What follows belongs to an exercise in optimizing a design on an open flow for small area, a short achievable clock period and few clock cycles per item; a production flow would make more cautious choices.
Only simulation tests tie the RTL to the original design; equivalence was not proved.
Power figures rest on the tool's default switching activity, not on a simulated workload.

[design.v]
`default_nettype none
package tls_pkg;
   localparam int COUNT_BITS_DEFAULT = 16;
   localparam int OUT_BITS           = 16;
   localparam int OUT_FIELDS         = 12;
   localparam int RSP_BITS           = OUT_BITS * OUT_FIELDS;
   localparam int BYTE_BITS          = 8;
   localparam logic [BYTE_BITS-1:0] NEWLINE_BYTE = 8'd10;
endpackage
`default_nettype wire
`default_nettype none
module tls_in_stage (
   input  wire logic                         clock,
   input  wire logic                         reset,
   input  wire logic                         in_valid,
   output logic                              in_ready,
   input  wire logic [tls_pkg::BYTE_BITS-1:0] in_data,
   input  wire logic                         in_eof,
   input  wire logic                         resume,      
   output logic                              out_data,    
   output logic                              out_nl,      
   output logic                              out_eof      
);
   logic ready_ff, data_ff, eof_ff, nl_ff;
   logic fire;
   assign fire = in_valid && ready_ff;
   always_ff @(posedge clock) begin
      if (reset) begin
         ready_ff <= 1'b1;
         data_ff  <= 1'b0;
         eof_ff   <= 1'b0;
      end else begin
         ready_ff <= resume || (ready_ff && !(in_valid && in_eof));
         data_ff  <= fire && !in_eof;
         eof_ff   <= fire && in_eof;
      end
   end
   always_ff @(posedge clock) begin
      nl_ff <= (in_data == tls_pkg::NEWLINE_BYTE);
   end
   assign in_ready = ready_ff;
   assign out_data = data_ff;
   assign out_nl   = nl_ff;
   assign out_eof  = eof_ff;
endmodule
`default_nettype wire
`default_nettype none
module tls_file_stats #(
   parameter int COUNT_BITS = tls_pkg::COUNT_BITS_DEFAULT
) (
   input  wire logic                  clock,
   input  wire logic                  clear,
   input  wire logic                  data,      
   input  wire logic                  nl,        
   output logic [COUNT_BITS-1:0]      file_bytes,
   output logic [COUNT_BITS-1:0]      file_lines,
   output logic [COUNT_BITS-1:0]      file_empty,
   output logic [COUNT_BITS-1:0]      width_min,
   output logic [COUNT_BITS-1:0]      width_max
);
   localparam logic [COUNT_BITS-1:0] ALL_ONES = '1;
   function automatic logic [COUNT_BITS-1:0] inc(input logic [COUNT_BITS-1:0] v);
      logic [COUNT_BITS-1:0] low;    
      for (int i = 0; i < COUNT_BITS; i++) begin
         low    = ({{COUNT_BITS{1'b0}}, 1'b1} << i) - 1'b1;
         inc[i] = v[i] ^ (&(v | ~low));
      end
   endfunction
   function automatic logic [COUNT_BITS-1:0] sat_inc(input logic [COUNT_BITS-1:0] v);
      sat_inc = (v == ALL_ONES) ? v : inc(v);
   endfunction
   logic [COUNT_BITS-1:0] bytes_ff, lines_ff, empty_ff, len_ff, wmin_ff, wmax_ff;
   logic                  fresh_ff;    
   logic                  le_min_ff;   
   logic                  gt_max_ff;   
   always_ff @(posedge clock) begin
      if (clear) begin
         bytes_ff  <= '0;
         lines_ff  <= '0;
         empty_ff  <= '0;
         len_ff    <= '0;
         wmin_ff   <= ALL_ONES;
         wmax_ff   <= '0;
         fresh_ff  <= 1'b1;
         le_min_ff <= 1'b1;
         gt_max_ff <= 1'b0;
      end else if (data) begin
         bytes_ff <= sat_inc(bytes_ff);
         if (fresh_ff) begin
            lines_ff <= sat_inc(lines_ff);
         end
         if (nl) begin
            if (fresh_ff) begin
               empty_ff <= sat_inc(empty_ff);
            end
            if (le_min_ff) begin
               wmin_ff <= len_ff;
            end
            if (gt_max_ff) begin
               wmax_ff <= len_ff;
            end
            len_ff    <= '0;
            fresh_ff  <= 1'b1;
            le_min_ff <= 1'b1;
            gt_max_ff <= 1'b0;
         end else begin
            fresh_ff <= 1'b0;
            if (len_ff != ALL_ONES) begin
               len_ff    <= inc(len_ff);
               le_min_ff <= le_min_ff && (len_ff != wmin_ff);
               gt_max_ff <= gt_max_ff || (len_ff == wmax_ff);
            end
         end
      end
   end
   assign file_bytes = bytes_ff;
   assign file_lines = lines_ff;
   assign file_empty = empty_ff;
   assign width_min  = wmin_ff;
   assign width_max  = wmax_ff;
endmodule
`default_nettype wire
`default_nettype none
module tls_totals #(
   parameter int COUNT_BITS = tls_pkg::COUNT_BITS_DEFAULT
) (
   input  wire logic                    clock,
   input  wire logic                    reset,
   input  wire logic                    start,       
   output logic                         done,        
   input  wire logic [COUNT_BITS-1:0]   file_bytes,
   input  wire logic [COUNT_BITS-1:0]   file_lines,
   input  wire logic [COUNT_BITS-1:0]   file_empty,
   output logic [7*COUNT_BITS-1:0]      words
);
   localparam int H = COUNT_BITS / 2;
   localparam int N = 14;
   localparam logic [H-1:0] ALL_ONES = '1;
   logic [H-1:0]          c_ff [0:N-1];
   logic [6:0]            w_ff;        
   logic                  stale_ff;
   logic                  hi_ff, add_ff, max_ff, cin_ff;
   logic                  pick_b_ff, pick_ones_ff, fix_ff;
   logic [H-1:0]          b_ff;        
   logic [H-1:0]          bh_ff;       
   logic                  run, lo_step, next_word;
   logic                  nw_add, nw_max, nw_b, nw_l;
   logic [COUNT_BITS-1:0] nw16;
   logic [H-1:0]          b_raw, b_lo, r, fix;
   logic [H-1:0]          sum;
   logic                  cy, c16, win;
   assign run       = |w_ff;
   assign lo_step   = run && !hi_ff;
   assign next_word = start || (run && hi_ff);    
   assign done      = w_ff[6] && hi_ff;
   assign nw_add = start || w_ff[0] || w_ff[1];
   assign nw_max = w_ff[3] || w_ff[5];
   assign nw_b   = start || w_ff[2] || w_ff[3];
   assign nw_l   = w_ff[0] || w_ff[4] || w_ff[5];
   always_comb begin
      if (nw_b)      nw16 = file_bytes;
      else if (nw_l) nw16 = file_lines;
      else           nw16 = file_empty;
      nw16 = nw16 ^ {COUNT_BITS{!nw_add}};
   end
   function automatic logic [2*H-1:0] prefix(input logic [H-1:0] x, input logic [H-1:0] y);
      logic [H-1:0] g, p, gn, pn;
      g = x & y;
      p = x | y;
      for (int d = 1; d < H; d = d * 2) begin
         gn = g;
         pn = p;
         for (int i = d; i < H; i++) begin
            gn[i] = g[i] | (p[i] & g[i-d]);
            pn[i] = p[i] & p[i-d];
         end
         g = gn;
         p = pn;
      end
      prefix = {g, p};    
   endfunction
   logic [H-1:0] gl, pl, gh, ph, xl;
   assign {gl, pl} = prefix(c_ff[0], b_ff);
   assign {gh, ph} = prefix(c_ff[1], bh_ff);
   assign xl       = (c_ff[0] | b_ff) & ~(c_ff[0] & b_ff);
   always_comb begin
      sum[0] = xl[0] ^ cin_ff;
      for (int i = 1; i < H; i++) begin
         sum[i] = xl[i] ^ (gl[i-1] | (pl[i-1] & cin_ff));
      end
   end
   assign cy  = gl[H-1] | (pl[H-1] & cin_ff);
   assign c16 = gh[H-1] | (ph[H-1] & cy);
   assign win = c16 ^ max_ff;
   always_ff @(posedge clock) begin
      if (reset) begin
         w_ff     <= '0;
         stale_ff <= 1'b1;
      end else begin
         if (start) begin
            w_ff <= 7'd1;
         end else if (run && hi_ff) begin
            w_ff <= {w_ff[5:0], 1'b0};
         end
         if (done) begin
            stale_ff <= 1'b0;
         end
      end
   end
   always_ff @(posedge clock) begin
      hi_ff <= lo_step;
      if (next_word) begin
         add_ff <= nw_add;
         max_ff <= nw_max;
         b_ff   <= nw16[H-1:0];
         bh_ff  <= nw16[COUNT_BITS-1:H];
      end else begin
         b_ff   <= bh_ff;
      end
      cin_ff       <= next_word ? !nw_add : cy;
      pick_b_ff    <= stale_ff || (lo_step && !add_ff && win);
      pick_ones_ff <= lo_step && add_ff && c16;
      fix_ff       <= lo_step && !stale_ff && win;
   end
   assign b_raw = add_ff ? b_ff : ~b_ff;
   always_comb begin
      if (pick_b_ff)         r = b_raw;
      else if (pick_ones_ff) r = ALL_ONES;
      else if (add_ff)       r = sum;
      else                   r = c_ff[0];
   end
   always_comb begin
      if (w_ff[0] || w_ff[3] || w_ff[4])      b_lo = file_bytes[H-1:0];
      else if (w_ff[1] || w_ff[5] || w_ff[6]) b_lo = file_lines[H-1:0];
      else                                    b_lo = file_empty[H-1:0];
   end
   assign fix = fix_ff ? (add_ff ? ALL_ONES : b_lo) : c_ff[N-1];
   always_ff @(posedge clock) begin
      if (run) begin
         for (int i = 0; i < N - 2; i++) begin
            c_ff[i] <= c_ff[i+1];
         end
         c_ff[N-2] <= fix;
         c_ff[N-1] <= r;
      end
   end
   always_comb begin
      for (int i = 0; i < N; i++) begin
         words[i*H +: H] = c_ff[i];
      end
   end
endmodule
`default_nettype wire
`default_nettype none
module text_line_statistics_top #(
   parameter int COUNT_BITS = tls_pkg::COUNT_BITS_DEFAULT
) (
   input  wire logic                           clock,
   input  wire logic                           reset,
   input  wire logic                           req_tvalid,
   output logic                                req_tready,
   input  wire logic [tls_pkg::BYTE_BITS-1:0]  req_tdata,   
   input  wire logic                           req_tuser,   
   output logic                                rsp_tvalid,
   input  wire logic                           rsp_tready,
   output logic [tls_pkg::RSP_BITS-1:0]        rsp_tdata
);
   logic                    s1_data, s1_nl, s1_eof;
   logic                    rsp_valid_ff;
   logic                    last, take;
   logic [COUNT_BITS-1:0]   file_bytes, file_lines, file_empty, width_min, width_max;
   logic [7*COUNT_BITS-1:0] words;
   assign take = rsp_valid_ff && rsp_tready;
   tls_in_stage u_in_stage (
      .clock    (clock),
      .reset    (reset),
      .in_valid (req_tvalid),
      .in_ready (req_tready),
      .in_data  (req_tdata),
      .in_eof   (req_tuser),
      .resume   (take),
      .out_data (s1_data),
      .out_nl   (s1_nl),
      .out_eof  (s1_eof)
   );
   tls_file_stats #(
      .COUNT_BITS (COUNT_BITS)
   ) u_file_stats (
      .clock      (clock),
      .clear      (reset || take),
      .data       (s1_data),
      .nl         (s1_nl),
      .file_bytes (file_bytes),
      .file_lines (file_lines),
      .file_empty (file_empty),
      .width_min  (width_min),
      .width_max  (width_max)
   );
   tls_totals #(
      .COUNT_BITS (COUNT_BITS)
   ) u_totals (
      .clock      (clock),
      .reset      (reset),
      .start      (s1_eof),
      .done       (last),
      .file_bytes (file_bytes),
      .file_lines (file_lines),
      .file_empty (file_empty),
      .words      (words)
   );
   always_ff @(posedge clock) begin
      if (reset) begin
         rsp_valid_ff <= 1'b0;
      end else begin
         rsp_valid_ff <= last || (rsp_valid_ff && !rsp_tready);
      end
   end
   assign rsp_tvalid = rsp_valid_ff;
   assign rsp_tdata  = {words, width_max, width_min, file_empty, file_lines, file_bytes};
endmodule
`default_nettype wire
[flow/run.sh]
#!/bin/bash
# Standard layout, with plain buf_1 cells as the port buffers and timing repair free to
# pick cells of any footprint.
set -euo pipefail
export BUFFER_PORTS_ARGS="-buffer_cell sky130_fd_sc_hd__buf_1"
bash standard.sh MATCH_CELL_FOOTPRINT=0 finish > standard_flow.log 2>&1
[standard.sh]
#!/bin/bash
# synth_recipe.tcl (not shown) runs the flow's synth.tcl, then flattens the netlist and writes it again
# the make line also repeats each setting of config.mk as NAME=value (left out here)
make -C /OpenROAD-flow-scripts/flow DESIGN_CONFIG=/design/flow/config.mk WORK_HOME=/design/flow/orfs CLKGATE_MAP_FILE= SYNTH_SCRIPT=/design/flow/synth_recipe.tcl "${@:-finish}"
[config.mk]
export PLATFORM = sky130hd
export DESIGN_NAME = text_line_statistics_top
export DESIGN_NICKNAME = text_line_statistics_top
export VERILOG_FILES = /design/flow/design.v
export SDC_FILE = /design/flow/constraint.sdc
export NUM_CORES = 4
export LEC_CHECK = 0
export CAP_MARGIN = 20
export CORE_MARGIN = 2
export CORE_UTILIZATION = 40
export SETUP_SLACK_MARGIN = 1.3
export SLEW_MARGIN = 20
[constraint.sdc]
create_clock -name core_clock -period 3.5 [get_ports {clock}]
set_input_delay 0.7000 -clock core_clock [delete_from_list [all_inputs] [get_ports {clock}]]
set_output_delay 0.7000 -clock core_clock [all_outputs]
set_load 0.01 [all_outputs]
==> flow_summary.toml, run 1 <==
[synthesis]
ys_ff_latch = 247
yosysSeqAreaShare_pct = 57.9
yosysWarnings = 5
synth_cell_types = 60
async_flop_share_pct = 0
syn_inst = 1009
syn_area_sq_um = 10600
synth_nets = 1056
syn_area_per_cell_sq_um = 10.6
synthFlopType = "dfxtp_1"
synth_enable_flop_cells = 122

[setup_path]
required_ns = 3.88
critical_path_arrival_ns = 2.57
rr_worst_depth = 9
critPathKind = "flop to flop"
endpoint_kind = "flop"
start_kind = "flop"
crit_path_max_fanout = 4
r2r_setup_slack_ns = 1.31

[timing]
fmaxAchievable_mhz = 456
hold_viol = 0
finalSetupViolCount = 0
maxSlewHeadroom_pct = 39.3
tns_ns = 0
finalCritPeriodShare_pct = 62.6
tightest_slew_ns = 0.910
maxSlewViolCount = 0
finalCriticalPeriod_ns = 2.19
whs_ns = 0.368
rsz0062_at_grt = "yes"
setup_slack_ns = 1.31
fin_skew_ns = 0.0115

[cells_and_area]
final_cell_mix = "206 x buf_1, 134 x nand2_1, 122 x edfxtp_1"
multi_input_area_sq_um = 4320
regArea_sq_um = 6190
antenna_cells = 0
nNetsFinal = 1255
fill_cells = 2474
layout-drive-gt1-share_pct = 9.11
final_cells = 1565
area_growth_pct = 21.6
layout_commonest_cell = "buf_1"

[route]
routed_wl_mm = 26.9
drt_iter0_drc = 430
route.met3.wl_mm = 1.55
avgRoutedWirePerCell_microns = 17.2
top_layer = "met4"
firstDrtPassIters = 16
drtAntennaViolNets = 0
num_vias = 7942
met2_length_mm = 13.3
vias_per_cell = 5.07
drcViolationCount = 0
m1WireLength_mm = 11.4

[placement]
gp_congestion = 0.827
place_inst = 1509
port_buffers = 206
pre_cts_slack_ns = 1.18
dp_hpwl_mm = 19.5

[floorplanning]
io_pins = 207
die_x_microns = 167
die_y_microns = 167
rows = 59
die-area_sq_um = 27900
core_sq_um = 26100
start_util_pct = 40.7

[grt]
grt_pass1_vias = 7420
antenna_found_initial = 0
grt_max_degree = 73
grt_pass1_wl_mm = 41.6
grt.overflow.total = 0
track_usage_pct = 18.7

[power_and_ir_drop]
p_total_mw = 6.61
power_density_nw_per_um2 = 510
power_leakage_nw = 4.81
ir_drop_mv = 0.394

[cts]
cts_tree = "yes"
cts-buffers-inserted = 28
clk-insertion-delay-late_ns = 0.53
clkSinkCount = 247
ctsRootBufferMaster = "clkbuf_16"
htree_levels = 1
path_clk_slew_ns = 0.06
clockBufferDepth = 3

[status]
status = "timing/DRC/antenna clean"

[worst_hold_path]
worstHoldPathCells = 2
hp-class = "input pin to flop"

[run]
cap_violations = 0
==> where the power goes <==
group / switching [mW] / leakage [nW] / internal [mW]
registers: 0.0590 / 2.13 / 3.11
clock network: 1.16 / 0.490 / 1.94
logic: 0.217 / 2.19 / 0.126
total: 1.43 / 4.81 / 5.18
==> area by class of cell <==
type,instances,share of cell area (%)
flip-flops and latches,247,47.8
inverters,36,1.04
well taps,335,3.24
repair buffers,220,6.78
clock buffers,41,6.73
multi-input cells,675,33.4
clock inverters,11,1.07
==> final timing paths <==
| kind | to | from |
|---|---|---|
| min | u_in_stage.data_ff | req_tuser |
| max | u_totals.pick_b_ff | u_totals.c_ff[0][3] |
| max reg2reg | u_totals.pick_b_ff | u_totals.c_ff[0][3] |
| min reg2reg | u_totals.c_ff[9][2] | u_totals.c_ff[10][2] |
==> flip-flops by register name (all words and copies together) (netlist names), 7 cells and up <==
| register | flops |
|---|---|
| u_totals.c_ff | 112 |
| u_file_stats.bytes_ff | 16 |
| u_file_stats.empty_ff | 16 |
| u_file_stats.len_ff | 16 |
| u_file_stats.lines_ff | 16 |
| u_file_stats.wmax_ff | 16 |
| u_file_stats.wmin_ff | 16 |
| u_totals.b_ff | 8 |
| u_totals.bh_ff | 8 |
| u_totals.w_ff | 7 |
==> logic make-up after synthesis <==
logic type / synth area share, %
muxes: 3.38
buffers and inverters: 3.25
AOI/OAI and AO/OA: 8.68
xor gates and xnor gates: 7.24
DFF: 57.9
and+or+nand+nor: 15.5
adders and majority gates: 4.07
==> critical path, stage by stage, from the launching register on <==
cell	delay (ns)
edfxtp_1	0.44
inv_2	0.13
ha_4	0.14
nor2_2	0.04
a221o_1	0.29
a21o_1	0.19
a211oi_2	0.26
o211ai_1	0.16
xnor2_1	0.27
o31ai_1	0.11
==> per-layer routing <==
layer | track usage, % | vias to the layer above
met3 | 4.04 | 40
met2 | 32.0 | 213
met1 | 23.8 | 3770
met5 | 0 | -
met4 | 5.56 | 0
li1 | - | 3919
==> cells in the mapped netlist, drive strengths merged (2+ instances only) <==
cell,count,area (sq um)
nor3b,6,45.0
inv,36,135
o22ai,8,50.1
a211oi,3,22.5
buf,11,60.1
nand4,10,62.6
and2,7,43.8
edfxtp,122,3660
a41oi,3,33.8
nor4,7,43.8
o211ai,4,30.0
or4,2,15.0
xor2,37,324
or3,6,37.5
nand2,136,510
dfxtp,125,2500
a22oi,2,15.0
o21ai,23,119
xnor2,51,447
or2,3,18.8
ha,33,413
o221ai,14,123
clkbuf,40,151
a21oi,78,394
nand3,34,175
a21o,3,22.5
a31oi,6,37.5
mux2i,36,360
nor3,17,95.1
and3,10,67.6
nand2b,7,43.8
and4,2,20.0
nor2,111,417
o22a,2,17.5
==> through the flow <==
stage | cell area, sq um | util [%]
after floorplan | 10700 | -
after global placement | 11800 | 45.0
after detailed placement | 11800 | 45.0
after CTS | 12800 | 48.9
after global routing | 12900 | 49.5
final | 12900 | 49.5
==> what timing repair did <==
| item | CTS | global route |
|---|---|---|
| pin swaps | 0 | 11 |
| gates cloned | 0 | 0 |
| hold buffers | 0 | 0 |
| endpoints found under the setup margin | 6 | 62 |
| endpoints found under the hold margin | 0 | 0 |
| gates resized for setup | 2 | 42 |
| buffers inserted | 0 | 4 |
Testbench counts, summed over its fixed seeds: cycles 102,685, items 100,653.
==> run 2, diff against run 1 <==
==> flow/run.sh (replaced) <==
#!/bin/bash
# Standard layout, with plain buf_1 cells as the port buffers.
set -euo pipefail
export BUFFER_PORTS_ARGS="-buffer_cell sky130_fd_sc_hd__buf_1"
bash standard.sh > standard_flow.log 2>&1
==> run 2 against run 1 <==
  * Clock power barely moved
  * Non-clock buffer count unchanged
  * Combinational power hardly changed
  * Critical path type unchanged
  * Critical endpoint unchanged
  * Largest power group unchanged
==> flow_summary.toml, run 2 <==
[placement]
port_buffers = 206
dpl_cell_area_sq_um = 11800
place_inst = 1509
pre_cts_slack_ns = 1.18
gp_congestion = 0.827
dp_hpwl_mm = 19.5

[power_and_ir_drop]
intPower_mw = 5.18
clkPwrFrac_pct = 46.8
pwr-share-comb_pct = 5.2
seq_power_share_pct = 48.0
ir_drop_mv = 0.394
power.share.switching_pct = 21.7
power_density_nw_per_um2 = 510
power_leakage_nw = 4.81
switchingPower_mw = 1.43

[synthesis]
syn_area_per_cell_sq_um = 10.6
ys_ff_latch = 247
syn_inst = 1009
synthMostInstantiatedCell = "nand2_1"
synth_nets = 1056
async_flop_share_pct = 0
netlist_top_cells_area = "edfxtp_1 34%, dfxtp_1 23%, nand2_1 4.8%, xnor2_1 4.2%, nor2_1 3.9%"
synth_cell_types = 60
yosysWarnings = 5
synthFlopType = "dfxtp_1"
yosysTopAreaCellShare_pct = 34.4
synth.top_cells.by_count = "136 x nand2_1, 125 x dfxtp_1, 122 x edfxtp_1"
yosysSeqAreaShare_pct = 57.9
synth_enable_flop_cells = 122
yosys.area.top_type = "edfxtp_1"
syn_area_sq_um = 10600

[timing]
tns_ns = 0
maxSlewViolCount = 0
setup_slack_ns = 1.31
fin_skew_ns = 0.0115
tightest_slew_ns = 0.910
rsz0062_at_grt = "yes"
finalCritPeriodShare_pct = 62.6
hold_viol = 0
finalSetupViolCount = 0
whs_ns = 0.368
finalCriticalPeriod_ns = 2.19
fmaxAchievable_mhz = 456
maxSlewHeadroom_pct = 39.3

[floorplanning]
die_x_microns = 167
io_pins = 207
start_util_pct = 40.7
die-area_sq_um = 27900
die_y_microns = 167
rows = 59
core_sq_um = 26100

[cts]
clockBufferDepth = 3
htree_levels = 1
clk-insertion-delay-late_ns = 0.53
clkSinkCount = 247
ctsRootBufferMaster = "clkbuf_16"
cts_tree = "yes"
cts-buffers-inserted = 28
path_clk_slew_ns = 0.06

[cells_and_area]
layout-drive-gt1-share_pct = 9.11
largest_register_ffs = 112
final_area_sq_um = 12900
layout_commonest_cell = "buf_1"
area_growth_pct = 21.6
antenna_cells = 0
nNetsFinal = 1255
final_cells = 1565
final_cell_mix = "206 x buf_1, 134 x nand2_1, 122 x edfxtp_1"
regMostFlops = "u_totals.c_ff"

[setup_path]
critPathKind = "flop to flop"
endpoint_kind = "flop"
crit_path_max_fanout = 4
slowest_delay_ns = 0.44
path_delay_family = "compound AO/OA/AOI/OAI gates"
crit_chain = "inv_2 -> ha_4 -> nor2_2 -> a221o_1 -> a21o_1 -> a211oi_2 -> o211ai_1 -> xnor2_1 -> o31ai_1"
slowest_stage = "edfxtp_1"
required_ns = 3.88
timing.rr.start = "u_totals.c_ff[0][3]"
cp-startpoint = "u_totals.c_ff[0][3]"
crit_buf_inv = 1
critical_path_arrival_ns = 2.57
start_kind = "flop"

[grt]
antenna_found_initial = 0
grt_max_degree = 73
track_usage_pct = 18.7
grt.overflow.total = 0
grt_pass1_wl_mm = 41.6
grt_pass1_vias = 7420

[route]
drcViolationCount = 0
num_vias = 7942
firstDrtPassIters = 16
avgRoutedWirePerCell_microns = 17.2
drtAntennaViolNets = 0
vias_per_cell = 5.07
routed_wl_mm = 26.9
drt_iter0_drc = 430

[run]
cap_violations = 0

[worst_hold_path]
hold_start = "req_tuser"
hp-class = "input pin to flop"

[status]
status = "timing/DRC/antenna clean"
-- run 2: repair_timing --
action / 4_1_cts / 5_1_grt
resized for setup: 2 / 42
endpoints found under the setup margin: 6 / 62
hold buffers: 0 / 0
setup buffers: 0 / 4
pin swaps: 0 / 11
-- run 2: final cells by class --
type                            count  area, sq um
Tap cell                          335          419
Timing Repair Buffer              220          878
Clock inverter                     11          139
Sequential cell                   247         6190
Multi-Input combinational cell    675         4320
Inverter                           36          135
Clock buffer                       41          871
Fill cell                        2474        13200
-- run 2: path summary, 6_finish.rpt --
path / endpoint / slack, ns / depth (start not counted)
worst max-delay path: u_totals.pick_b_ff / 1.31 / 9
worst min register to register: u_totals.c_ff[9][2] / 0.44 / 0
worst min-delay path: u_in_stage.data_ff / 0.37 / 2
worst max register to register: u_totals.pick_b_ff / 1.31 / 9
-- run 2: kinds of logic (layout without fill, tap and decap cells) --
group / after synthesis / in the layout / synth area share [%]
flip-flops: 247 / 247 / 57.9
AND/OR/NAND/NOR: 364 / 364 / 15.5
multiplexers: 36 / 36 / 3.38
adder cells (fa/ha/maj): 34 / 34 / 4.07
buffers and inverters: 87 / 308 / 3.25
XOR/XNOR: 88 / 88 / 7.24
AO/OA/AOI/OAI: 153 / 153 / 8.68
-- run 2: metrics by stage --
| step | total power [mW] | utilization, % |
|---|---|---|
| floorplan | 3.44 | - |
| finish | 6.61 | 49.5 |
| detailed placement | 3.57 | 45.0 |
| CTS | 6.67 | 48.9 |
| global route | 6.85 | 49.5 |
| global placement | 3.56 | 45.0 |
-- run 2: power groups by stage --
stage	combinational, mW	sequential, mW	clock (mW)
floorplan	0.209	3.23	0
global placement	0.330	3.23	0
detailed placement	0.332	3.23	0
CTS	0.335	3.17	3.16
global route	0.380	3.18	3.29
finish	0.343	3.17	3.09
-- run 2: metal layers --
layer / GRT usage [%] / wire length [microns] / up-vias
li1: - / - / 3919
met1: 23.8 / 11400 / 3770
met2: 32.0 / 13300 / 213
met3: 4.04 / 1550 / 40
met4: 5.56 / 669 / 0
met5: 0 / 0 / -
==> run 3, diff against run 2 <==
--- a/config.mk
+++ b/config.mk
@@ -9,4 +9,6 @@
 export CORE_MARGIN = 2
 export CORE_UTILIZATION = 40
-export SETUP_SLACK_MARGIN = 1.3
+export CTS_CLUSTER_DIAMETER = 60
+export CTS_CLUSTER_SIZE = 20
+export SETUP_SLACK_MARGIN = 1.6
 export SLEW_MARGIN = 20
==> run 3 against run 2 <==
  * Clock-buffer cell count fell by 17
  * Wire length rose by 6.5%
  * Still clean on timing, DRC and antenna
  * Clock skew rose by 0.0098 ns
  * Sequential power barely moved
  * Sequential share of layout area fell by 1.9 points
  * Sequential cell count did not move
  * Worst setup slack got worse by 0.018 ns
  * Hold slack improved by 0.0099 ns
  * Critical endpoint is now u_totals.c_ff[13][4]
  * Clock power fell by 6%
  * Non-clock buffer count rose by 44
  * Register-to-register slack got worse by 0.02 ns
  * Design area rose by 5.9%
==> flow_summary.toml, run 3 <==
[route]
drcViolationCount = 0
avgRoutedWirePerCell_microns = 17.9
num_vias = 8253
drt_iter0_drc = 516
routed_wl_mm = 28.7
vias_per_cell = 5.15
firstDrtPassIters = 16
drtAntennaViolNets = 0

[timing]
rsz0062_at_grt = "yes"
tightest_slew_ns = 0.939
fmaxAchievable_mhz = 452
finalSetupViolCount = 0
fin_skew_ns = 0.0213
finalCriticalPeriod_ns = 2.21
hold_viol = 0
tns_ns = 0
setup_slack_ns = 1.29
maxSlewHeadroom_pct = 37.4
maxSlewViolCount = 0
whs_ns = 0.378
finalCritPeriodShare_pct = 63.2

[setup_path]
crit_path_max_fanout = 3
critPathKind = "flop to flop"
cp-startpoint = "u_totals.c_ff[0][3]"
slowest_stage = "edfxtp_1"
slowest_delay_ns = 0.45
crit_chain = "inv_2 -> ha_4 -> inv_2 -> a221o_1 -> a21o_1 -> buf_4 -> buf_6 -> xor2_1 -> o221ai_1 -> o21ai_1"
endpoint_kind = "flop"
crit_buf_inv = 4
timing.rr.start = "u_totals.c_ff[0][3]"
r2r_setup_slack_ns = 1.29
cp_common_cell = "inv_2"
start_kind = "flop"
path_delay_family = "compound AO/OA/AOI/OAI gates"
required_ns = 3.73
critical_path_arrival_ns = 2.44

[placement]
pre_cts_slack_ns = 1.27
port_buffers = 206
gp_congestion = 0.799
dp_hpwl_mm = 19.5

[floorplanning]
die_y_microns = 167
start_util_pct = 40.7
core_sq_um = 26100
rows = 59
io_pins = 207
die-area_sq_um = 27900
die_x_microns = 167

[synthesis]
syn_area_sq_um = 10600
synth_enable_flop_cells = 122
async_flop_share_pct = 0
yosysWarnings = 5
synthMostInstantiatedCell = "nand2_1"
synth_cell_types = 60
syn_area_per_cell_sq_um = 10.6
yosysSeqAreaShare_pct = 57.9
synth_nets = 1056
synthFlopType = "dfxtp_1"
yosysTopAreaCellShare_pct = 34.4
syn_inst = 1009
ys_ff_latch = 247
netlist_top_cells_area = "edfxtp_1 34%, dfxtp_1 23%, nand2_1 4.8%, xnor2_1 4.2%, nor2_1 3.9%"
synth.top_cells.by_count = "136 x nand2_1, 125 x dfxtp_1, 122 x edfxtp_1"
yosys.area.top_type = "edfxtp_1"

[grt]
grt_max_degree = 45
antenna_found_initial = 0
track_usage_pct = 19.9
grt_pass1_wl_mm = 44.0
grt_pass1_vias = 7864
grt.overflow.total = 0

[cts]
ctsRootBufferMaster = "clkbuf_16"
cts-buffers-inserted = 24
clk-insertion-delay-late_ns = 0.54
htree_levels = 1
clockBufferDepth = 3
path_clk_slew_ns = 0.08
clkSinkCount = 247
cts_tree = "yes"

[cells_and_area]
fill_cells = 2422
final_cell_mix = "182 x buf_1, 133 x nand2_1, 122 x edfxtp_1"
area_growth_pct = 28.8
largest_register_ffs = 112
antenna_cells = 0
regMostFlops = "u_totals.c_ff"
layout_commonest_cell = "buf_1"
layout-drive-gt1-share_pct = 20.8
fin_util_pct = 52.5
nNetsFinal = 1297

[power_and_ir_drop]
ir_drop_mv = 0.436
power_density_nw_per_um2 = 471
p_total_mw = 6.46
power_leakage_nw = 5.17

[worst_hold_path]
hold_start = "req_tuser"
hp-class = "input pin to flop"

[run]
cap_violations = 0

[status]
status = "timing/DRC/antenna clean"
run 3: layout make-up:
cell class / instances / area [sq um] / share of cell area (%)
clock buffers: 24 / 601 / 4.38
clock inverters: 20 / 308 / 2.24
inverters: 36 / 135 / 0.986
multi-input cells: 677 / 4620 / 33.7
flip-flops and latches: 247 / 6290 / 45.9
well taps: 335 / 419 / 3.06
repair buffers: 264 / 1340 / 9.75
run 3: metrics by stage:
step                      cell area, sq um  std cells
after floorplan                      10800       1009
after global placement               11800       1506
after detailed placement             11800       1506
after CTS                            13300       1581
after global routing                 13700       1603
final                                13700       1603
run 3: per-layer routing:
metal	track usage [%]	share of wire [%]
met4	6.92	3.3
met5	0	0
met3	3.50	5.2
met2	34.3	50
met1	25.3	42
run 3: worst paths after layout:
path	cells past startpoint	end
worst max-delay path	10	u_totals.c_ff[13][4]
worst min register to register	0	u_totals.c_ff[9][1]
worst max register to register	10	u_totals.c_ff[13][4]
worst min-delay path	2	u_in_stage.data_ff
run 3: worst reg2reg max path: cells and delay by family (launching register included):
kind                     cells  cell delay (ns)
AO/OA/AOI/OAI                4             0.80
XOR/XNOR                     1             0.13
buffers and inverters        4             0.41
flip-flops                   1             0.45
adder cells (fa/ha/maj)      1             0.14
run 3: what timing repair did:
item,in CTS,in global routing
pin swaps,13,25
endpoints found under the setup margin,153,124
cloned,2,0
hold buffers,0,0
setup buffers,29,22
resized for setup,109,78
run 3: logic make-up (layout without fill, tap and decap cells):
logic type,count (synthesis),after routing,synth area share (%)
compound gates,153,154,8.68
fa+ha+maj,34,34,4.07
simple gates,364,365,15.5
xor+xnor,88,88,7.24
mux,36,36,3.38
flops,247,247,57.9
buf+inv,87,344,3.25
run 3: power by group:
part | leakage (nW) | internal (mW) | switching (mW)
sequential | 2.16 | 3.09 | 0.0618
combinational | 2.57 | 0.158 | 0.234
clock | 0.435 | 1.59 | 1.33
==> run 4, diff against run 3 <==
--- a/design.v
+++ b/design.v
@@ -20,27 +20,46 @@
    output logic                              out_data,    
    output logic                              out_nl,      
+   output logic                              out_chr,     
+   output logic                              out_line,    
+   output logic                              out_empty,   
    output logic                              out_eof      
 );
-   logic ready_ff, data_ff, eof_ff, nl_ff;
-   logic fire;
-   assign fire = in_valid && ready_ff;
+   logic ready_ff, data_ff, nl_ff, chr_ff, line_ff, empty_ff, eof_ff, fresh_ff;
+   logic fire, take_data, is_nl;
+   assign fire      = in_valid && ready_ff;
+   assign take_data = fire && !in_eof;
+   assign is_nl     = (in_data == tls_pkg::NEWLINE_BYTE);
    always_ff @(posedge clock) begin
       if (reset) begin
          ready_ff <= 1'b1;
          data_ff  <= 1'b0;
+         nl_ff    <= 1'b0;
+         chr_ff   <= 1'b0;
+         line_ff  <= 1'b0;
+         empty_ff <= 1'b0;
          eof_ff   <= 1'b0;
+         fresh_ff <= 1'b1;
       end else begin
          ready_ff <= resume || (ready_ff && !(in_valid && in_eof));
-         data_ff  <= fire && !in_eof;
+         data_ff  <= take_data;
+         nl_ff    <= take_data && is_nl;
+         chr_ff   <= take_data && !is_nl;
+         line_ff  <= take_data && fresh_ff;
+         empty_ff <= take_data && fresh_ff && is_nl;
          eof_ff   <= fire && in_eof;
+         if (resume) begin
+            fresh_ff <= 1'b1;
+         end else if (take_data) begin
+            fresh_ff <= is_nl;
+         end
       end
    end
-   always_ff @(posedge clock) begin
-      nl_ff <= (in_data == tls_pkg::NEWLINE_BYTE);
-   end
-   assign in_ready = ready_ff;
-   assign out_data = data_ff;
-   assign out_nl   = nl_ff;
-   assign out_eof  = eof_ff;
+   assign in_ready  = ready_ff;
+   assign out_data  = data_ff;
+   assign out_nl    = nl_ff;
+   assign out_chr   = chr_ff;
+   assign out_line  = line_ff;
+   assign out_empty = empty_ff;
+   assign out_eof   = eof_ff;
 endmodule
 `default_nettype wire
@@ -53,4 +72,7 @@
    input  wire logic                  data,      
    input  wire logic                  nl,        
+   input  wire logic                  chr,       
+   input  wire logic                  line,      
+   input  wire logic                  empty,     
    output logic [COUNT_BITS-1:0]      file_bytes,
    output logic [COUNT_BITS-1:0]      file_lines,
@@ -59,5 +81,6 @@
    output logic [COUNT_BITS-1:0]      width_max
 );
-   localparam logic [COUNT_BITS-1:0] ALL_ONES = '1;
+   localparam logic [COUNT_BITS-1:0] ALL_ONES  = '1;
+   localparam logic [COUNT_BITS-1:0] NEAR_ONES = ALL_ONES - 1'b1;
    function automatic logic [COUNT_BITS-1:0] inc(input logic [COUNT_BITS-1:0] v);
       logic [COUNT_BITS-1:0] low;    
@@ -67,49 +90,59 @@
       end
    endfunction
-   function automatic logic [COUNT_BITS-1:0] sat_inc(input logic [COUNT_BITS-1:0] v);
-      sat_inc = (v == ALL_ONES) ? v : inc(v);
-   endfunction
    logic [COUNT_BITS-1:0] bytes_ff, lines_ff, empty_ff, len_ff, wmin_ff, wmax_ff;
-   logic                  fresh_ff;    
+   logic                  bytes_sat_ff, lines_sat_ff, empty_sat_ff, len_sat_ff;
    logic                  le_min_ff;   
    logic                  gt_max_ff;   
    always_ff @(posedge clock) begin
       if (clear) begin
-         bytes_ff  <= '0;
-         lines_ff  <= '0;
-         empty_ff  <= '0;
-         len_ff    <= '0;
-         wmin_ff   <= ALL_ONES;
-         wmax_ff   <= '0;
-         fresh_ff  <= 1'b1;
-         le_min_ff <= 1'b1;
-         gt_max_ff <= 1'b0;
-      end else if (data) begin
-         bytes_ff <= sat_inc(bytes_ff);
-         if (fresh_ff) begin
-            lines_ff <= sat_inc(lines_ff);
+         bytes_ff     <= '0;
+         bytes_sat_ff <= 1'b0;
+      end else if (data && !bytes_sat_ff) begin
+         bytes_ff     <= inc(bytes_ff);
+         bytes_sat_ff <= (bytes_ff == NEAR_ONES);
+      end
+   end
+   always_ff @(posedge clock) begin
+      if (clear) begin
+         lines_ff     <= '0;
+         lines_sat_ff <= 1'b0;
+      end else if (line && !lines_sat_ff) begin
+         lines_ff     <= inc(lines_ff);
+         lines_sat_ff <= (lines_ff == NEAR_ONES);
+      end
+   end
+   always_ff @(posedge clock) begin
+      if (clear) begin
+         empty_ff     <= '0;
+         empty_sat_ff <= 1'b0;
+      end else if (empty && !empty_sat_ff) begin
+         empty_ff     <= inc(empty_ff);
+         empty_sat_ff <= (empty_ff == NEAR_ONES);
+      end
+   end
+   always_ff @(posedge clock) begin
+      if (clear) begin
+         len_ff     <= '0;
+         len_sat_ff <= 1'b0;
+         wmin_ff    <= ALL_ONES;
+         wmax_ff    <= '0;
+         le_min_ff  <= 1'b1;
+         gt_max_ff  <= 1'b0;
+      end else if (nl) begin
+         if (le_min_ff) begin
+            wmin_ff <= len_ff;
          end
-         if (nl) begin
-            if (fresh_ff) begin
-               empty_ff <= sat_inc(empty_ff);
-            end
-            if (le_min_ff) begin
-               wmin_ff <= len_ff;
-            end
-            if (gt_max_ff) begin
-               wmax_ff <= len_ff;
-            end
-            len_ff    <= '0;
-            fresh_ff  <= 1'b1;
-            le_min_ff <= 1'b1;
-            gt_max_ff <= 1'b0;
-         end else begin
-            fresh_ff <= 1'b0;
-            if (len_ff != ALL_ONES) begin
-               len_ff    <= inc(len_ff);
-               le_min_ff <= le_min_ff && (len_ff != wmin_ff);
-               gt_max_ff <= gt_max_ff || (len_ff == wmax_ff);
-            end
+         if (gt_max_ff) begin
+            wmax_ff <= len_ff;
          end
+         len_ff     <= '0;
+         len_sat_ff <= 1'b0;
+         le_min_ff  <= 1'b1;
+         gt_max_ff  <= 1'b0;
+      end else if (chr && !len_sat_ff) begin
+         len_ff     <= inc(len_ff);
+         len_sat_ff <= (len_ff == NEAR_ONES);
+         le_min_ff  <= le_min_ff && (len_ff != wmin_ff);
+         gt_max_ff  <= gt_max_ff || (len_ff == wmax_ff);
       end
    end
@@ -142,4 +175,5 @@
    logic                  hi_ff, add_ff, max_ff, cin_ff;
    logic                  pick_b_ff, pick_ones_ff, fix_ff;
+   logic                  add_lo_ff, min_lo_ff, max_lo_ff;    
    logic [H-1:0]          b_ff;        
    logic [H-1:0]          bh_ff;       
@@ -149,5 +183,6 @@
    logic [H-1:0]          b_raw, b_lo, r, fix;
    logic [H-1:0]          sum;
-   logic                  cy, c16, win;
+   logic                  cy, c16, use_sum;
+   logic [H-1:0]          r_other;
    assign run       = |w_ff;
    assign lo_step   = run && !hi_ff;
@@ -191,6 +226,5 @@
    end
    assign cy  = gl[H-1] | (pl[H-1] & cin_ff);
-   assign c16 = gh[H-1] | (ph[H-1] & cy);
-   assign win = c16 ^ max_ff;
+   assign c16 = (gh[H-1] | (ph[H-1] & gl[H-1])) | (ph[H-1] & pl[H-1] & cin_ff);
    always_ff @(posedge clock) begin
       if (reset) begin
@@ -219,15 +253,19 @@
       end
       cin_ff       <= next_word ? !nw_add : cy;
-      pick_b_ff    <= stale_ff || (lo_step && !add_ff && win);
-      pick_ones_ff <= lo_step && add_ff && c16;
-      fix_ff       <= lo_step && !stale_ff && win;
+      add_lo_ff    <= next_word && nw_add;
+      min_lo_ff    <= next_word && !nw_add && !nw_max;
+      max_lo_ff    <= next_word && nw_max;
+      pick_b_ff    <= stale_ff || (min_lo_ff && c16) || (max_lo_ff && !c16);
+      pick_ones_ff <= add_lo_ff && c16;
+      fix_ff       <= !stale_ff && (((add_lo_ff || min_lo_ff) && c16) || (max_lo_ff && !c16));
    end
    assign b_raw = add_ff ? b_ff : ~b_ff;
+   assign use_sum = add_ff && !pick_b_ff && !pick_ones_ff;
    always_comb begin
-      if (pick_b_ff)         r = b_raw;
-      else if (pick_ones_ff) r = ALL_ONES;
-      else if (add_ff)       r = sum;
-      else                   r = c_ff[0];
+      if (pick_b_ff)         r_other = b_raw;
+      else if (pick_ones_ff) r_other = ALL_ONES;
+      else                   r_other = c_ff[0];
    end
+   assign r = use_sum ? sum : r_other;
    always_comb begin
       if (w_ff[0] || w_ff[3] || w_ff[4])      b_lo = file_bytes[H-1:0];
@@ -266,5 +304,5 @@
    output logic [tls_pkg::RSP_BITS-1:0]        rsp_tdata
 );
-   logic                    s1_data, s1_nl, s1_eof;
+   logic                    s1_data, s1_nl, s1_chr, s1_line, s1_empty, s1_eof;
    logic                    rsp_valid_ff;
    logic                    last, take;
@@ -280,7 +318,10 @@
       .in_eof   (req_tuser),
       .resume   (take),
-      .out_data (s1_data),
-      .out_nl   (s1_nl),
-      .out_eof  (s1_eof)
+      .out_data  (s1_data),
+      .out_nl    (s1_nl),
+      .out_chr   (s1_chr),
+      .out_line  (s1_line),
+      .out_empty (s1_empty),
+      .out_eof   (s1_eof)
    );
    tls_file_stats #(
@@ -291,4 +332,7 @@
       .data       (s1_data),
       .nl         (s1_nl),
+      .chr        (s1_chr),
+      .line       (s1_line),
+      .empty      (s1_empty),
       .file_bytes (file_bytes),
       .file_lines (file_lines),
--- a/config.mk
+++ b/config.mk
@@ -9,6 +9,4 @@
 export CORE_MARGIN = 2
 export CORE_UTILIZATION = 40
-export CTS_CLUSTER_DIAMETER = 60
-export CTS_CLUSTER_SIZE = 20
-export SETUP_SLACK_MARGIN = 1.6
+export SETUP_SLACK_MARGIN = 1.3
 export SLEW_MARGIN = 20
==> run 4 against run 3 <==
  * Worst setup slack better by 0.16 ns
  * Clock skew is 0.013 ns lower
  * Utilization is 3.8 points lower
  * Synthesized area is 2.9% higher
  * Sequential share of layout area is 2.5 points higher
  * Largest cell class unchanged
  * Via count is 3.4% lower
  * Critical path depth is 2 lower
  * Hold slack better by 0.045 ns
  * Global-route usage is 1.7 points lower
==> flow_summary.toml, run 4 <==
[floorplanning]
die-area_sq_um = 28700
core_sq_um = 27000
die_y_microns = 170
start_util_pct = 40.7
die_x_microns = 170
rows = 60
io_pins = 207

[cts]
cts_hold_buf = 0
cts_tree = "yes"
cts-buffers-inserted = 29
ctsRootBufferMaster = "clkbuf_16"
path_clk_slew_ns = 0.06
clk-insertion-delay-late_ns = 0.54
htree_levels = 1
clkSinkCount = 256
clockBufferDepth = 3

[synthesis]
syn_inst = 1033
yosys.area.top_type = "edfxtp_1"
netlist_top_cells_area = "edfxtp_1 33%, dfxtp_1 25%, nor2_1 4.8%, xnor2_1 4.7%, ha_1 4.1%"
synth_cell_types = 57
synth.top_cells.by_count = "140 x nor2_1, 135 x dfxtp_1, 121 x edfxtp_1"
synth_enable_flop_cells = 121
synth_nets = 1083
async_flop_share_pct = 0
yosysWarnings = 5
synthFlopType = "dfxtp_1"
syn_area_per_cell_sq_um = 10.6
ys_ff_latch = 256
yosysSeqAreaShare_pct = 57.8
yosysTopAreaCellShare_pct = 33.1
syn_area_sq_um = 11000
synthMostInstantiatedCell = "nor2_1"

[cells_and_area]
antenna_cells = 0
layout_commonest_cell = "buf_1"
final_cell_mix = "206 x buf_1, 140 x nor2_1, 131 x dfxtp_1"
area_growth_pct = 19.6
nNetsFinal = 1275
fill_cells = 2514
fin_util_pct = 48.7
regMostFlops = "u_totals.c_ff"
layout-drive-gt1-share_pct = 6.17
final_cells = 1588
largest_register_ffs = 112

[setup_path]
start_kind = "flop"
crit_path_max_fanout = 4
critPathKind = "flop to flop"
critical_path_arrival_ns = 2.37
endpoint_kind = "flop"
rr_worst_depth = 8
required_ns = 3.83
r2r_setup_slack_ns = 1.45
timing.rr.start = "u_totals.b_ff[2]"
reg2reg_to = "u_totals.c_ff[13][6]"

[timing]
whs_ns = 0.424
fin_skew_ns = 0.00842
rsz0062_at_grt = "no"
finalCritPeriodShare_pct = 58.5
finalCriticalPeriod_ns = 2.05
tightest_slew_ns = 0.799
fmaxAchievable_mhz = 488
maxSlewHeadroom_pct = 46.8
maxSlewViolCount = 0
hold_viol = 0
finalSetupViolCount = 0

[power_and_ir_drop]
seq_power_share_pct = 48.8
pwr-share-comb_pct = 5.4
ir_drop_mv = 0.417
power.share.switching_pct = 21.8
intPower_mw = 5.25
clkPwrFrac_pct = 45.8
switchingPower_mw = 1.47
power_density_nw_per_um2 = 512
power_leakage_nw = 4.89

[grt]
grt_pass1_wl_mm = 41.2
grt_max_degree = 114
antenna_found_initial = 0
grt_pass1_vias = 7557
track_usage_pct = 18.2
grt.overflow.total = 0

[worst_hold_path]
worstHoldPathCells = 4
holdPathEnd = "u_in_stage.ready_ff"
hold_start = "req_tvalid"
hp-class = "input pin to flop"

[route]
num_vias = 7970
routed_wl_mm = 26.8
avgRoutedWirePerCell_microns = 16.9
firstDrtPassIters = 5
drt_iter0_drc = 479
vias_per_cell = 5.02
drtAntennaViolNets = 0
drcViolationCount = 0

[placement]
gp_congestion = 0.837
dp_hpwl_mm = 18.8
port_buffers = 206
place_inst = 1533

[status]
status = "timing/DRC/antenna clean"

[run]
cap_violations = 0
-- run 4: cell count changes after synthesis, moves of 7 or more --
cell,previous run,this run
xnor2_1,51,59
nor2_1,111,140
nand2_1,136,117
a311o_1,0,7
dfxtp_1,125,135
nor3_1,15,8
o221ai_1,14,3
nor2b_1,1,9
nand4_1,10,19
-- run 4: cell type report --
type | count | area [sq um] | area share (%)
sequential | 256 | 6350 | 48.4
multi-input combinational | 690 | 4350 | 33.2
timing repair buffer | 216 | 898 | 6.85
clock buffer | 42 | 815 | 6.21
tap | 341 | 427 | 3.25
clock inverter | 11 | 158 | 1.20
inverter | 32 | 120 | 0.916
-- run 4: layer usage --
layer	vias to the layer above	routed length, microns	part of all wire [%]	GRT usage, %
met2	177	13000	48	30.6
met1	3781	12100	45	24.1
met3	38	1230	4.6	3.26
met4	0	510	1.9	5.09
met5	-	0	0	0
li1	3974	-	-	-
-- run 4: metrics by stage --
stage	setup TNS, ns	setup slack [ns]	area (sq um)	total power, mW
after CTS	0	1.33	13100	6.80
after global placement	0	1.21	12000	3.69
after global routing	0	1.31	13100	6.98
after detailed placement	0	1.17	12000	3.70
after floorplan	-141.03	-1.48	11000	3.58
final	0	1.45	13100	6.72
-- run 4: power by group through the flow --
stage	logic (mW)	registers [mW]	clock network (mW)
after floorplan	0.229	3.35	0
after global placement	0.353	3.34	0
after detailed placement	0.356	3.34	0
after CTS	0.363	3.28	3.16
after global routing	0.405	3.29	3.29
final	0.365	3.28	3.08
-- run 4: kinds of logic (layout without fill, tap and decap cells) --
| family | after synthesis | after routing | synth area share, % |
|---|---|---|---|
| compound gates | 144 | 144 | 8.09 |
| xor+xnor | 94 | 94 | 7.51 |
| fa+ha+maj | 38 | 38 | 4.38 |
| buf+inv | 87 | 301 | 3.18 |
| flops | 256 | 256 | 57.8 |
| mux | 37 | 37 | 3.38 |
| simple gates | 377 | 377 | 15.7 |
-- run 4: worst max-delay path: stages, from the launching register on --
cell and delay [ns]:
dfxtp_1 0.38, inv_1 0.08, ha_1 0.22, nor3_1 0.18, o21ai_1 0.12, a21oi_2 0.24, a21boi_2 0.12, nor3b_2 0.16
o32ai_1 0.33
-- run 4: worst max path at each step --
| stage | end | start | cells after the start | slack [ns] |
|---|---|---|---|---|
| after detailed placement | u_totals.b_ff[3] | u_totals.w_ff[1] | 5 | 1.17 |
| after floorplan | u_totals.b_ff[1] | u_totals.w_ff[5] | 6 | -1.48 |
| after global placement | u_totals.b_ff[5] | u_totals.w_ff[1] | 5 | 1.21 |
| final | u_totals.c_ff[13][6] | u_totals.b_ff[2] | 8 | 1.45 |
| after global routing | u_totals.c_ff[13][6] | u_totals.c_ff[0][2] | 8 | 1.31 |
| after CTS | u_totals.b_ff[3] | u_totals.w_ff[2] | 6 | 1.33 |
-- run 4: repair_timing --
action	in CTS	in global routing
pin swaps	1	0
buffers inserted	2	0
endpoints found under the hold margin	0	0
setup endpoints to repair	7	25
resized for setup	1	12
Testbench counts of run 4, summed over its fixed seeds: cycles 102,685, items 100,653.
==> run 5, diff against run 4 <==
==> flow/run.sh (replaced) <==
#!/bin/bash
# Standard layout, with plain buf_1 cells as the port buffers and a clock tree of larger
# sink clusters without dummy loads.
set -euo pipefail
export BUFFER_PORTS_ARGS="-buffer_cell sky130_fd_sc_hd__buf_1"
export CTS_ARGS="-sink_clustering_enable -repair_clock_nets -dont_use_dummy_load -sink_clustering_size 24 -sink_clustering_max_diameter 80"
bash standard.sh > standard_flow.log 2>&1
--- a/config.mk
+++ b/config.mk
@@ -8,5 +8,5 @@
 export CAP_MARGIN = 20
 export CORE_MARGIN = 2
-export CORE_UTILIZATION = 40
+export CORE_UTILIZATION = 65
 export SETUP_SLACK_MARGIN = 1.3
 export SLEW_MARGIN = 20
==> run 5 against run 4 <==
  * Non-clock buffer count increased by 3
  * Synthesized area did not move
  * Register-to-register slack worse by 0.06 ns
  * Sequential share of layout area rose by 3.2 points
  * Design area fell by 6.1%
  * Sequential cell count did not move
  * Critical path type unchanged
  * Critical endpoint unchanged
  * Largest cell class unchanged
  * Highest routed layer unchanged
==> flow_summary.toml, run 5 <==
[status]
status = "timing/DRC/antenna clean"

[synthesis]
synth_top_family_by_area = "simple AND/OR/NAND/NOR gates"
yosysWarnings = 5
netlist_top_cells_area = "edfxtp_1 33%, dfxtp_1 25%, nor2_1 4.8%, xnor2_1 4.7%, ha_1 4.1%"
yosys.area.top_type = "edfxtp_1"
async_flop_share_pct = 0
synth_enable_flop_cells = 121
synth-xor-area-share_pct = 7.51
syn_area_per_cell_sq_um = 10.6
synthFlopType = "dfxtp_1"
synthAdderAreaFrac_pct = 4.38
syn_inst = 1033
yosysSeqAreaShare_pct = 57.8
ys_ff_latch = 256
synth.top_cells.by_count = "140 x nor2_1, 135 x dfxtp_1, 121 x edfxtp_1"
yosysTopAreaCellShare_pct = 33.1
synth_compound_area_share_pct = 8.09
synth_nets = 1083
synthSimpleGateAreaFrac_pct = 15.7
synth_cell_types = 57
synth_mux_area_share_pct = 3.38
syn_area_sq_um = 11000
synthMostInstantiatedCell = "nor2_1"

[timing]
finalCritPeriodShare_pct = 60.4
maxSlewHeadroom_pct = 48.0
maxSlewViolCount = 0
rsz0062_at_grt = "no"
finalSetupViolCount = 0
tightest_slew_ns = 0.780
hold_viol = 0
finalCriticalPeriod_ns = 2.11
fmaxAchievable_mhz = 473
setup_slack_ns = 1.39
fin_skew_ns = 0.0143

[cells_and_area]
layout_commonest_cell = "buf_1"
regMostFlops = "u_totals.c_ff"
layout-drive-gt1-share_pct = 4.21
antenna_cells = 0
regArea_sq_um = 6350
area_growth_pct = 12.3
fill_cells = 1268
final_cell_mix = "206 x buf_1, 140 x nor2_1, 129 x dfxtp_1"
nNetsFinal = 1263
final_area_sq_um = 12300
multi_input_area_sq_um = 4310
fin_util_pct = 74.5
largest_register_ffs = 112

[worst_hold_path]
hp-class = "flop to flop"

[grt]
grt_max_degree = 114
track_usage_pct = 26.6
grt.overflow.total = 0
grt_pass1_vias = 7330
use_met1_pct = 35.6
antenna_found_initial = 0
grtUsageMet3_pct = 3.67
grt_pass1_wl_mm = 37.9
busiest_layer = "met2"
use_met2_pct = 45.6

[route]
drcViolationCount = 0
firstDrtPassIters = 5
drtAntennaViolNets = 0
routed_wl_mm = 24.5
avgRoutedWirePerCell_microns = 17.1
num_vias = 7902
drt_iter0_drc = 549
vias_per_cell = 5.52

[setup_path]
start_kind = "flop"
critPathKind = "flop to flop"
endpoint_kind = "flop"
crit_path_max_fanout = 4
critical_path_arrival_ns = 2.30
required_ns = 3.69

[floorplanning]
die-area_sq_um = 17900
start_util_pct = 66.3
die_x_microns = 134
core_sq_um = 16500
die_y_microns = 134
rows = 47
io_pins = 207

[run]
cap_violations = 0

[cts]
htree_levels = 1
clkSinkCount = 256
clk-insertion-delay-late_ns = 0.47
clockBufferDepth = 3
cts_tree = "yes"
cts-buffers-inserted = 14
ctsRootBufferMaster = "clkbuf_16"
path_clk_slew_ns = 0.09

[power_and_ir_drop]
power_leakage_nw = 4.57
intPower_mw = 4.07
power_density_nw_per_um2 = 424
pwr-share-comb_pct = 6.9
seq_power_share_pct = 62.7
power.share.switching_pct = 22.1
switchingPower_mw = 1.15
ir_drop_mv = 0.427
clkPwrFrac_pct = 30.4

[placement]
gp_congestion = 0.870
pre_cts_slack_ns = 1.19
port_buffers = 206
dpl_cell_area_sq_um = 11900
dp_hpwl_mm = 17.8
## run 5: metrics by stage
stage	hold slack, ns	std cells	TNS [ns]	power, mW
global placement	0.425	1415	0	3.68
global route	0.463	1431	0	5.40
floorplan	0.437	1033	-141.03	3.58
CTS	0.449	1431	0	5.26
detailed placement	0.430	1415	0	3.69
finish	0.446	1431	0	5.22
## run 5: repair_timing
action | 4_1_cts | 5_1_grt
endpoints found under the setup margin | 7 | 21
hold buffers | 0 | 0
pin swaps | 1 | 1
buffers inserted | 2 | 0
resized for setup | 0 | 7
## run 5: per-layer routing
metal  wire length, microns  share of wire, %
met1                  10300                42
met2                  12100                50
met3                   1320               5.4
met4                    735               3.0
met5                      0                 0
## run 5: power groups by stage
stage / Clock [mW] / Combinational (mW) / Sequential, mW
after CTS: 1.62 / 0.358 / 3.27
final: 1.59 / 0.359 / 3.27
after detailed placement: 0 / 0.352 / 3.34
after floorplan: 0 / 0.229 / 3.35
after global routing: 1.72 / 0.397 / 3.28
after global placement: 0 / 0.345 / 3.34
## run 5: kinds of logic after synthesis
group	after synthesis
simple gates	377
flops	256
compound gates	144
xor+xnor	94
buf+inv	87
fa+ha+maj	38
mux	37
## run 5: final timing paths
path                                     startpoint                    to  slack (ns)  cells past startpoint
worst max-delay path            u_totals.c_ff[0][1]  u_totals.c_ff[13][6]        1.39                      7
worst min-delay path            u_totals.c_ff[3][3]   u_totals.c_ff[2][3]        0.45                      0
worst max register to register  u_totals.c_ff[0][1]  u_totals.c_ff[13][6]        1.39                      7
worst min register to register  u_totals.c_ff[3][3]   u_totals.c_ff[2][3]        0.45                      0
## run 5: critical path: stages, from the launching register on
cell,delay [ns]
edfxtp_1,0.44
ha_1,0.24
nor3b_1,0.14
nor3_1,0.29
a21oi_2,0.14
a21boi_2,0.24
nor3b_1,0.24
o32ai_1,0.11
## run 5: layout make-up
type	instances	share of cell area (%)
Timing Repair Buffer	219	7.38
Tap cell	220	2.24
Sequential cell	256	51.6
Inverter	32	0.975
Clock buffer	14	2.84
Multi-Input combinational cell	690	35.0
==> run 6, diff against run 5 <==
--- a/config.mk
+++ b/config.mk
@@ -8,5 +8,5 @@
 export CAP_MARGIN = 20
 export CORE_MARGIN = 2
-export CORE_UTILIZATION = 65
+export CORE_UTILIZATION = 40
 export SETUP_SLACK_MARGIN = 1.3
 export SLEW_MARGIN = 20
==> run 6 against run 5 <==
  * Critical endpoint is now u_file_stats.empty_ff[15]
  * Power grew 3.6%
  * Global-route usage fell by 8.7 points
  * Still clean
  * Register-to-register slack better by 0.05 ns
  * Clock-buffer cell count rose by 2
  * Maximum frequency increased by 2.2%
  * Largest cell class unchanged
  * Wire length is 7.9% higher
  * Synthesized cell count unchanged
  * Hold slack barely moved
  * Largest power group unchanged
==> flow_summary.toml, run 6 <==
[status]
status = "timing/DRC/antenna clean"

[cells_and_area]
largest_register_ffs = 112
final_cells = 1552
layout_commonest_cell = "buf_1"
final_area_sq_um = 12500
regMostFlops = "u_totals.c_ff"
fin_util_pct = 46.5
antenna_cells = 0
layout-drive-gt1-share_pct = 4.54
final_cell_mix = "206 x buf_1, 140 x nor2_1, 130 x dfxtp_1"
nNetsFinal = 1263
area_growth_pct = 14.4

[timing]
rsz0062_at_grt = "no"
finalCritPeriodShare_pct = 59.1
tns_ns = 0
hold_viol = 0
whs_ns = 0.446
tightest_slew_ns = 0.804
setup_slack_ns = 1.43
maxSlewHeadroom_pct = 46.4
fmaxAchievable_mhz = 484
maxSlewViolCount = 0
finalCriticalPeriod_ns = 2.07
finalSetupViolCount = 0
fin_skew_ns = 0.0322

[synthesis]
synth_enable_flop_cells = 121
syn_inst = 1033
async_flop_share_pct = 0
yosysSeqAreaShare_pct = 57.8
synthMostInstantiatedCell = "nor2_1"
synth_nets = 1083
ys_ff_latch = 256
synthFlopType = "dfxtp_1"
yosys.area.top_type = "edfxtp_1"
syn_area_per_cell_sq_um = 10.6
synth_cell_types = 57
yosysWarnings = 5
netlist_top_cells_area = "edfxtp_1 33%, dfxtp_1 25%, nor2_1 4.8%, xnor2_1 4.7%, ha_1 4.1%"
yosysTopAreaCellShare_pct = 33.1
syn_area_sq_um = 11000
synth.top_cells.by_count = "140 x nor2_1, 135 x dfxtp_1, 121 x edfxtp_1"

[cts]
clk-insertion-delay-late_ns = 0.50
cts-buffers-inserted = 16
path_clk_slew_ns = 0.09
clkSinkCount = 256
cts_tree = "yes"
cts_hold_buf = 0
htree_levels = 1
clockBufferDepth = 3
ctsRootBufferMaster = "clkbuf_16"

[grt]
grt_pass1_vias = 7441
track_usage_pct = 17.9
grt_pass1_wl_mm = 40.8
antenna_found_initial = 0
grt_max_degree = 114
grt.overflow.total = 0

[setup_path]
timing.rr.start = "u_file_stats.empty_ff[0]"
endpoint_kind = "flop"
start_kind = "flop"
crit_path_max_fanout = 6
rr_worst_depth = 7
crit_end = "u_file_stats.empty_ff[15]"
reg2reg_to = "u_file_stats.empty_ff[15]"
critical_path_arrival_ns = 2.44
r2r_setup_slack_ns = 1.43
cp-startpoint = "u_file_stats.empty_ff[0]"
required_ns = 3.87
critPathKind = "flop to flop"

[floorplanning]
rows = 60
die-area_sq_um = 28700
die_x_microns = 170
start_util_pct = 40.7
core_sq_um = 27000
die_y_microns = 170
io_pins = 207

[power_and_ir_drop]
seq_power_share_pct = 60.5
p_total_mw = 5.41
ir_drop_mv = 0.325
pwr-share-comb_pct = 6.8
power.share.switching_pct = 22.9
clkPwrFrac_pct = 32.7
switchingPower_mw = 1.24
power_density_nw_per_um2 = 431
intPower_mw = 4.17
power_leakage_nw = 4.60

[route]
drtAntennaViolNets = 0
num_vias = 7894
drcViolationCount = 0
avgRoutedWirePerCell_microns = 17.0
drt_iter0_drc = 487
routed_wl_mm = 26.4
firstDrtPassIters = 4
vias_per_cell = 5.09

[placement]
dp_hpwl_mm = 18.8
gp_congestion = 0.837
place_inst = 1533
dpl_cell_area_sq_um = 12000
pre_cts_slack_ns = 1.17
port_buffers = 206

[run]
cap_violations = 0

[worst_hold_path]
hp-class = "flop to flop"
run 6: critical path, cell delays in order, from the launching register on:
cell and delay (ns):
dfxtp_1 0.49, ha_1 0.22, nand3_1 0.22, nor4_4 0.39, and3_1 0.28, nand4_1 0.14
xor2_1 0.16, nor2_1 0.05
run 6: layer usage:
| metal | GRT usage (%) | vias to the layer above | share of wire [%] |
|---|---|---|---|
| li1 | - | 3922 | - |
| met1 | 23.8 | 3778 | 45 |
| met2 | 30.8 | 166 | 49 |
| met3 | 2.85 | 28 | 4.4 |
| met4 | 4.05 | 0 | 1.6 |
| met5 | 0 | - | 0 |
run 6: worst min path at each step:
stage,slack [ns],startpoint,cells after the start,endpoint
final,0.45,u_totals.c_ff[5][6],0,u_totals.c_ff[4][6]
after global routing,0.46,u_totals.c_ff[11][5],0,u_totals.c_ff[10][5]
after CTS,0.45,u_totals.c_ff[7][2],0,u_totals.c_ff[6][2]
after detailed placement,0.43,u_totals.c_ff[9][5],0,u_totals.c_ff[8][5]
after global placement,0.43,u_totals.c_ff[8][3],0,u_totals.c_ff[7][3]
after floorplan,0.44,u_in_stage.fresh_ff,1,u_in_stage.line_ff
run 6: layout make-up:
type | count | area, sq um
Inverter | 32 | 120
Sequential cell | 256 | 6350
Timing Repair Buffer | 217 | 906
Fill cell | 2567 | 14400
Multi-Input combinational cell | 690 | 4340
Tap cell | 341 | 427
Clock buffer | 16 | 400
run 6: power by group through the flow:
stage	sequential (mW)	combinational, mW	clock, mW
CTS	3.27	0.363	1.84
global placement	3.34	0.353	0
finish	3.27	0.366	1.77
global route	3.28	0.406	1.93
floorplan	3.35	0.229	0
detailed placement	3.34	0.356	0
run 6: cell families after synthesis:
family / Yosys count / synth area share, %
buffers and inverters: 87 / 3.18
and+or+nand+nor: 377 / 15.7
AOI/OAI and AO/OA: 144 / 8.09
DFF: 256 / 57.8
xor gates and xnor gates: 94 / 7.51
muxes: 37 / 3.38
adders and majority gates: 38 / 4.38
run 6: timing repair:
action | 4_1_cts | 5_1_grt
pin swaps | 1 | 1
resized for setup | 1 | 11
endpoints found under the setup margin | 8 | 27
cloned | 0 | 0
buffers inserted | 2 | 1
==> run 7, diff against run 6 <==
==> flow/run.sh (replaced) <==
#!/bin/bash
# Standard layout, with plain buf_1 cells as the port buffers and a clock tree of larger
# sink clusters without dummy loads.
set -euo pipefail
export BUFFER_PORTS_ARGS="-buffer_cell sky130_fd_sc_hd__buf_1"
export CTS_ARGS="-sink_clustering_enable -repair_clock_nets -dont_use_dummy_load -sink_clustering_size 16 -sink_clustering_max_diameter 60 -root_buf sky130_fd_sc_hd__clkbuf_16 -buf_list sky130_fd_sc_hd__clkbuf_8"
bash standard.sh > standard_flow.log 2>&1
==> run 7 against run 6 <==
  * Still clean
  * Utilization fell by 0.084 points
  * Sequential share of layout area rose by 0.091 points
  * First-iteration DRC count rose by 14%
  * Via count fell by 0.20%
  * Maximum frequency barely moved
  * Power fell by 2.0%
  * Worst setup slack got worse by 0.0014 ns
  * Design area fell by 0.18%
  * Die area did not move
  * Wire length rose by 0.49%
  * Critical path type unchanged
  * Critical endpoint is now u_totals.c_ff[13][6]
==> flow_summary.toml, run 7 <==
[synthesis]
synthFlopType = "dfxtp_1"
synth_enable_flop_cells = 121
syn_area_sq_um = 11000
synthMostInstantiatedCell = "nor2_1"
synth_nets = 1083
yosysTopAreaCellShare_pct = 33.1
syn_inst = 1033
syn_area_per_cell_sq_um = 10.6
yosysSeqAreaShare_pct = 57.8
ys_ff_latch = 256
synth_cell_types = 57
yosys.area.top_type = "edfxtp_1"

[timing]
fin_skew_ns = 0.0653
finalCritPeriodShare_pct = 59.1
hold_viol = 0

[grt]
grt_pass1_vias = 7447
use_met1_pct = 23.8
busiest_layer = "met2"
grt.overflow.total = 0
use_met2_pct = 30.7
grt_pass1_wl_mm = 41.0
grtUsageMet3_pct = 3.45

[setup_path]
endpoint_kind = "flop"
reg2reg_to = "u_totals.c_ff[13][6]"
rr_worst_depth = 8
critPathKind = "flop to flop"
cp-startpoint = "u_totals.c_ff[0][2]"
timing.rr.start = "u_totals.c_ff[0][2]"
crit_path_max_fanout = 4
critical_path_arrival_ns = 2.35
required_ns = 3.78

[route]
routed_wl_mm = 26.5
avgRoutedWirePerCell_microns = 17.0
drtAntennaViolNets = 0
num_vias = 7878
firstDrtPassIters = 5
drt_iter0_drc = 555
vias_per_cell = 5.05

[cts]
cts-buffers-inserted = 25
htree_levels = 1
clk-insertion-delay-late_ns = 0.50
clockBufferDepth = 3
cts_tree = "yes"
path_clk_slew_ns = 0.10

[floorplanning]
core_sq_um = 27000
die_y_microns = 170
io_pins = 207
start_util_pct = 40.7
die_x_microns = 170
die-area_sq_um = 28700

[cells_and_area]
area_growth_pct = 14.2
layout-drive-gt1-share_pct = 5.25
final_cells = 1561
multi_input_area_sq_um = 4340
nNetsFinal = 1272
final_cell_mix = "206 x buf_1, 140 x nor2_1, 130 x dfxtp_1"
layout_commonest_cell = "buf_1"
regMostFlops = "u_totals.c_ff"

[placement]
gp_congestion = 0.837
place_inst = 1533
pre_cts_slack_ns = 1.17
port_buffers = 206

[power_and_ir_drop]
seq_power_share_pct = 61.8
clkPwrFrac_pct = 31.4
power_density_nw_per_um2 = 423
power_leakage_nw = 4.60
intPower_mw = 4.07
p_total_mw = 5.30

[worst_hold_path]
hold_start = "u_totals.c_ff[10][5]"
holdPathEnd = "u_totals.c_ff[9][5]"

[status]
status = "timing/DRC/antenna clean"
run 7: per-layer routing:
metal	wire (microns)	part of all wire, %
met3	1350	5.1
met5	0	0
met4	542	2.0
met1	11800	45
met2	12800	48
run 7: timing repair:
action,4_1_cts,5_1_grt
pin swaps,1,1
buffers inserted,2,1
resized for setup,2,10
setup endpoints to repair,9,17
run 7: worst max path at each step:
stage	endpoint	slack, ns	depth (start not counted)
after CTS	u_totals.c_ff[13][7]	1.32	7
final	u_totals.c_ff[13][6]	1.43	8
after floorplan	u_totals.b_ff[1]	-1.48	6
after global routing	u_totals.c_ff[13][7]	1.25	8
after detailed placement	u_totals.b_ff[3]	1.17	5
after global placement	u_totals.b_ff[5]	1.21	5
run 7: through the flow:
stage / util (%) / hold slack [ns] / instance area (sq um)
after global routing: 46.5 / 0.415 / 12500
final: 46.5 / 0.406 / 12500
after floorplan: - / 0.437 / 11000
after CTS: 46.3 / 0.408 / 12500
after global placement: 44.7 / 0.426 / 12000
after detailed placement: 44.7 / 0.430 / 12000
run 7: power by group through the flow:
stage	clock network, mW	registers (mW)	logic [mW]
global placement	0	3.34	0.353
CTS	1.76	3.28	0.363
detailed placement	0	3.34	0.356
floorplan	0	3.35	0.229
finish	1.66	3.27	0.365
global route	1.86	3.29	0.407
run 7: worst max-delay path, cell delays in order, from the launching register on:
cell      delay, ns
edfxtp_1       0.40
inv_1          0.06
ha_1           0.23
nor3_1         0.18
o21ai_1        0.12
a21oi_2        0.24
a21boi_2       0.12
nor3b_2        0.17
o32ai_1        0.34
run 7: cell families after synthesis:
logic type / share of synthesized area, %
buf+inv: 3.18
mux: 3.38
simple gates: 15.7
xor+xnor: 7.51
compound gates: 8.09
flops: 57.8
fa+ha+maj: 4.38
run 7: area by class of cell:
type                            count  share of cell area (%)
Sequential cell                   256                    50.7
Tap cell                          341                    3.41
Inverter                           32                   0.959
Timing Repair Buffer              217                    7.23
Multi-Input combinational cell    690                    34.7
Clock buffer                       25                    3.02

Setup slack of run 7, layout unchanged: 1.431 ns with ideal ports, 1.431 ns with driving cells assumed (clock clkbuf_16, inputs buf_2), 1.415 ns with port delays also shifted by the 0.524 ns mid clock arrival.
